From an optimization exercise on the open Yosys and OpenROAD flow, aimed at small area and a short achievable clock period; shortcuts taken in it are not production practice. At most, simulation tests tie the RTL to the original design; equivalence was not proved. The RTL of run 2 was laid out without a check of its function. No activity file was given, so power comes from the tool's default toggle rates.

==> flow/design.v, too long to show whole: its modules and the start of the top module <==
// module pipe_mul: 4645 lines
// module pm_fa: 10 lines
// module pm_ha: 9 lines
module pipe_mul #(
    parameter int XLEN   = 32,
    parameter int STAGES = 4,
    parameter int TAG_W  = 4
) (
    input  logic                clk_i,
    input  logic                rst_i,
    input  logic                req_i,
    input  logic                flush_i,
    input  logic [1:0]          op_i,
    input  logic [XLEN-1:0]     a_i,
    input  logic [XLEN-1:0]     b_i,
    input  logic [TAG_W-1:0]    tag_i,
    output logic                ready_o,
    output logic [XLEN-1:0]     result_o,
    output logic [2*XLEN-1:0]   product_o,
    output logic [TAG_W-1:0]    tag_o,
    output logic                busy_o
);
  // ...
==> flow/flow/run.sh <==
#!/bin/bash
# Standard layout with plain buf_2 port buffers and a clock tree without
# dummy loads; timing repair aims past the design's period (the SDC and its
# period are unchanged).
export BUFFER_PORTS_ARGS="-buffer_cell sky130_fd_sc_hd__buf_2"
export CTS_ARGS="-sink_clustering_enable -repair_clock_nets -sink_clustering_size 16 -sink_clustering_max_diameter 40 -buf_list {sky130_fd_sc_hd__clkbuf_4 sky130_fd_sc_hd__clkbuf_8} -dont_use_dummy_load"
bash standard.sh SETUP_SLACK_MARGIN=5.2 finish > standard.log 2>&1
==> flow/standard.sh <==
#!/bin/bash
# synth_recipe.tcl (not shown) runs the flow's synth.tcl, then flattens the netlist and writes it again
# the make line also repeats each setting of config.mk as NAME=value (left out here)
make -C /OpenROAD-flow-scripts/flow DESIGN_CONFIG=/design/flow/config.mk WORK_HOME=/design/flow/orfs CLKGATE_MAP_FILE= SYNTH_SCRIPT=/design/flow/synth_recipe.tcl "${@:-finish}"
==> flow/config.mk <==
export PLATFORM = sky130hd
export DESIGN_NAME = pipe_mul
export DESIGN_NICKNAME = pipe_mul
export VERILOG_FILES = /design/flow/design.v
export SDC_FILE = /design/flow/constraint.sdc
export NUM_CORES = 4
export LEC_CHECK = 0
export ABC_AREA = 1
export CAP_MARGIN = 20
export CORE_MARGIN = 2
export CORE_UTILIZATION = 40
export CTS_BUF_LIST = sky130_fd_sc_hd__clkbuf_4 sky130_fd_sc_hd__clkbuf_8
export CTS_CLUSTER_DIAMETER = 40
export CTS_CLUSTER_SIZE = 16
export SETUP_SLACK_MARGIN = 5
export SLEW_MARGIN = 20
export SYNTH_HIERARCHICAL = 1
==> flow/constraint.sdc <==
create_clock -name core_clock -period 8.5 [get_ports {clk_i}]
set_input_delay 1.7000 -clock core_clock [delete_from_list [all_inputs] [get_ports {clk_i}]]
set_output_delay 1.7000 -clock core_clock [all_outputs]
set_load 0.01 [all_outputs]
==> flow_metrics.tcl, run 1 <==
set metrics [dict create \
    status "finished clean" \
    netlist_area_mm2 0.0335 \
    port_buffers 175 \
    grtUsageTotal_pct 23.5 \
    synthAdderAreaFrac_pct 32.9 \
    largestRegisters "product_o (64), r_tag (12), tag_o (4)" \
    synth-edff-count 0 \
    hold_class "reg2reg" \
    yosys.area.top_type_share_pct 28.8 \
    maxSlewHeadroom_pct 36.4 \
    holdBufCountCts 0 \
    pwr-share-comb_pct 65.1 \
    synth_most_common_cell "xor2_1" \
    worstSkewPairLatency_ns 0.69 \
    synth_xor_area_share_pct 14.6 \
    synth_commonest_cells "545 x xor2_1, 522 x o22ai_1, 481 x fa_1, 451 x dfxtp_1, 292 x nand2_1" \
    power_leader "combinational cells" \
    leakage_nw 15.9 \
    numSequentialCells 451 \
    p_switching_mw 6.45 \
    core_area_mm2 0.0833 \
    ant_nets 0 \
    area_growth_pct 9.04 \
    start_util_pct 40.2 \
    sh_seq_area_pct 25.2 \
    ir_worst_vdd_uv 166 \
]
==> run 2, diff against run 1 <==
--- a/flow/design.v
+++ b/flow/design.v
@@ -4628,26 +4628,28 @@
         r3_w1643 <= w1643;
         r3_w1642 <= w1642;
         r1_w3 <= w3;
         r2_r1_w3 <= r1_w3;
         r3_r2_r1_w3 <= r2_r1_w3;
     end
     logic [63:0] w_prod;
     assign w_prod = {w2192, w2191, w2190, w2189, w2188, w2187, w2186, w2185, w2184, w2183, w2182, w2181, w2180, w2179, w2178, w2177, w2176, w2175, w2174, w2173, w2172, w2171, w2170, w2169, w2168, w2167, w2166, w2165, w2164, w2163, w2162, w2161, w2160, w2159, w2158, w2157, w2156, w2155, w2154, w2153, w2152, w2151, w2150, w2149, w2148, w2147, w2146, w2145, w2144, w2143, w2142, w2141, w1752, r3_w1655, r3_w1653, r3_w1651, r3_w1649, r3_w1647, r3_w1645, r3_r2_w1139, r3_r2_w1137, r3_r2_w1135, r3_r2_w1133, r3_r2_w1131};
-    logic w_ld, w_hold, r_sel_lo;
+    logic w_ld, w_ldl, w_ldh, w_hold;
     assign w_ld   = rst_i & r_vld[3] & ~flush_i;
+    assign w_ldl  = w_ld & r3_r2_r1_w3;
+    assign w_ldh  = w_ld & ~r3_r2_r1_w3;
     assign w_hold = rst_i & ~(r_vld[3] & ~flush_i);
     always_ff @(posedge clk_i) begin
         ready_o   <= w_ld;
-        r_sel_lo  <= (r3_r2_r1_w3 & w_ld) | (r_sel_lo & w_hold);
         tag_o     <= (r_tag[3] & {4{w_ld}}) | (tag_o & {4{w_hold}});
         product_o <= (w_prod & {64{w_ld}}) | (product_o & {64{w_hold}});
+        result_o  <= (w_prod[31:0] & {32{w_ldl}}) | (w_prod[63:32] & {32{w_ldh}})
+                   | (result_o & {32{w_hold}});
     end
-    assign result_o = r_sel_lo ? product_o[31:0] : product_o[63:32];
 endmodule
 module pm_fa (
     input  logic a,
     input  logic b,
     input  logic c,
     output logic s,
     output logic co
 );
==> flow/flow/run.sh (replaced) <==
#!/bin/bash
# Standard layout with plain buf_2 port buffers and a clock tree without
# dummy loads; timing repair aims past the design's period (the SDC and its
# period are unchanged).
export BUFFER_PORTS_ARGS="-buffer_cell sky130_fd_sc_hd__buf_2"
export CTS_ARGS="-sink_clustering_enable -repair_clock_nets -sink_clustering_size 16 -sink_clustering_max_diameter 40 -buf_list {sky130_fd_sc_hd__clkbuf_4 sky130_fd_sc_hd__clkbuf_8} -dont_use_dummy_load"
bash standard.sh SETUP_SLACK_MARGIN=5.3 finish > standard.log 2>&1
==> run 2 against run 1 <==
Compared with the run above:
- still clean on timing, DRC and antenna
- utilization increased by 0.90 points
- sequential share of layout area increased by 0.59 points
- first-iteration DRC count increased by 14%
- synthesized area increased by 2.5%
- sequential power increased by 3%
- global-route usage decreased by 0.18 points
- critical path depth increased by 1
- flip-flop and latch count increased by 31
- worst hold slack improved by 0.016 ns
- highest routed layer is now met5
==> flow_metrics.tcl, run 2 <==
set metrics [dict create \
    synth_most_common_cell "xor2_1" \
    reg2reg_depth 6 \
    p_total_mw 14.8 \
    via_per_inst 5.69 \
    synth-edff-count 0 \
    yosys-top-cells-area "dfxtp_1 28%, fa_1 28%, xor2_1 14%" \
    die_w_um 297 \
    rsz0062_at_grt "false" \
    wl_per_cell_um 24.0 \
    start_util_pct 40.3 \
    finalHoldViolCount 0 \
    grt_overflow 0 \
    multi_input_area_mm2 0.0227 \
    clock_sinks 482 \
    io_pins 176 \
    finalSetupTns_ns 0 \
    synthAdderAreaFrac_pct 32.1 \
    grt_pass1_vias 26274 \
    die_area_mm2 0.0882 \
    grt_pass1_wl_mm 160 \
    worstHoldPathCells 0 \
    fin_nets 4107 \
    synth_commonest_cells "549 x xor2_1, 513 x o22ai_1, 482 x dfxtp_1, 481 x fa_1, 323 x nand2_1" \
    utilization_pct 44.7 \
    leakage_nw 16.6 \
    row_count 107 \
    maxSlewViolCount 0 \
    cts_buffers 79 \
    final.fill_count 8114 \
    synth_warnings 8 \
    first_pass_iters 5 \
    avgSynthCellArea_um2 10.1 \
    final_cell_mix "549 x xor2_1, 513 x o22ai_1, 479 x fa_1, 391 x dfxtp_1, 322 x nand2_1" \
    drt-total-wl_mm 110 \
    drc_errors 0 \
    critPathKind "reg2reg" \
    hold_class "reg2reg" \
    largestRegisters "product_o (64), result_o (32), r_tag (12)" \
    critPathMaxFanout 19 \
    grtUsageTotal_pct 23.3 \
    required_ns 9.03 \
    grt_max_degree 101 \
    setup_violations 0 \
    ys_seq_area_share_pct 28.1 \
    clk_pin_slew_ns 0.08 \
    cp.arrival_ns 3.70 \
    status "finished clean" \
    synthMuxAreaShare_pct 0 \
    cts_tree "done" \
    period_minus_slack_ns 3.17 \
    synth_xor_area_share_pct 14.5 \
    ys_dominant_reg_cell "dfxtp_1" \
    routabilityCongestion 0.859 \
    synthCells 3413 \
    maxSlewHeadroom_pct 29.2 \
    powerDensity_mw_per_mm2 387 \
    setup.worst_path.start_class "flip-flop" \
    num_vias 26064 \
    synth_seq_cells 482 \
    drt_iter0_drc 2619 \
    core_area_mm2 0.0851 \
    die_h_um 297 \
    clk_path_buf_depth 3 \
    port_buffers 175 \
    postSynth.asyncResetShare_pct 0 \
    netlist_area_mm2 0.0343 \
    area_growth_pct 11.0 \
    yosys.area.top_type_share_pct 28.1 \
    top_register "product_o" \
    ant_nets 0 \
    synth_top_area_cell "dfxtp_1" \
    skew_ns 0.118 \
    hpwl_mm 69.1 \
    cts_max_level 3 \
    tightest_slew_ns 1.06 \
    drive_gt1_share_pct 14.1 \
    layout.cells.most_common "xor2_1" \
    worstSkewPairLatency_ns 0.71 \
    maxCapViolCount 0 \
    seq_area_mm2 0.00984 \
    timing.fmax_mhz 316 \
    antenna_found_initial 6 \
    largest_reg_flops 64 \
    cts_root_buf "clkbuf_8" \
    finalCritPeriodShare_pct 37.3 \
    ys_types 45 \
    end_kind "flip-flop" \
    ir_worst_vdd_uv 229 \
    yosys.area_share.simple_pct 7.62 \
    synth_compound_area_share_pct 11.9 \
    synth_fp_nets 4080 \
    synth_top_family_by_area "adder cells" \
]
[run 2: cells by family after synthesis]
kind of cell,count (synthesis)
AND/OR/NAND/NOR,600
adder cells (fa/ha/maj),593
buffers and inverters,513
XOR/XNOR,568
AO/OA/AOI/OAI,657
flip-flops,482
[run 2: modules after synthesis, one instance, submodules excluded]
module	flops+latches	cell area (um2)	cells
pm_ha	0	12.5	1
pm_fa	0	20.0	1
pipe_mul	482	24200	2892
[run 2: area by class of cell]
class                   count  area share (%)
repair buffers            265            5.91
diodes                      2          0.0131
inverters                 194            1.91
clock buffers              79            2.85
flip-flops and latches    482            25.8
multi-input cells        2418            59.7
well taps                1144            3.76
[run 2: per-layer routing]
layer	vias up	track usage [%]	routed length (um)
met5	-	0	55
met4	8	11.1	5550
met3	357	5.11	11300
met2	1633	36.9	50400
met1	12753	30.4	42900
li1	11313	-	-
[run 2: metrics by stage]
stage	hold slack, ns	cells	area (um2)	setup slack [ns]
finish	0.293	4584	38100	5.33
global route	0.295	4583	38100	5.28
CTS	0.284	4539	37100	5.27
detailed placement	0.312	4456	35800	4.82
global placement	0.310	4456	35800	4.79
floorplan	0.310	3413	34300	5.36
[run 2: repair_timing]
item / 4_1_cts / 5_1_grt
buffers inserted: 4 / 42
hold buffers: 0 / 0
pin swaps: 0 / 1
cloned: 0 / 1
resized for setup: 86 / 32
endpoints found under the setup margin: 107 / 56
[run 2: where the power goes]
group	internal [mW]	total (mW)	leakage, nW	switching, mW
combinational	4.02	9.60	12.0	5.59
sequential	3.06	3.52	4.03	0.458
clock	0.810	1.63	0.568	0.819
total	7.89	14.8	16.6	6.86
[run 2: worst paths after layout]
path | from | end | slack, ns
min | r2_w755 | r3_r2_w755 | 0.29
max | r1_w15 | r2_w795 | 5.33
min reg2reg | r2_w755 | r3_r2_w755 | 0.29
max reg2reg | r1_w15 | r2_w795 | 5.33
[run 2: critical path: stages, from the launching register on]
cell     delay, ns
dfxtp_2       0.71
o22ai_1       0.16
xor2_1        0.20
fa_1          0.53
fa_1          0.43
fa_1          0.60
fa_1          0.43

-- afterwards: timing with drivers on the ports --
Ports are ideal in the flow. The routed layouts listed here were re-timed in OpenROAD.
Step 1 (the two cells are an assumption about what drives the block):
set clk [get_ports {clk_i}]
set_driving_cell -lib_cell sky130_fd_sc_hd__clkbuf_16 $clk
set_driving_cell -lib_cell sky130_fd_sc_hd__buf_2 [delete_from_list [all_inputs] $clk]
Step 2 times the ports against the registers' clock, not the clock port: input delays grow and output delays shrink by t, the midpoint of the rising clock arrivals with the driver on.
Slacks: no drivers / after step 1 / after step 2; pairs: no drivers / after step 1.
run | t (ns) | setup WS [ns] | slew at the worst register clock pin (ns)
run 1 | 0.699 | 5.185 / 5.117 / 5.056 | 0.09 / 0.09
run 2 | 0.707 | 5.330 / 5.330 / 4.920 | 0.09 / 0.09
After both steps every run listed still meets setup and hold. The setup slack of run 2, which loses most, moves by 0.000 ns with the drivers and by -0.410 ns with both steps.
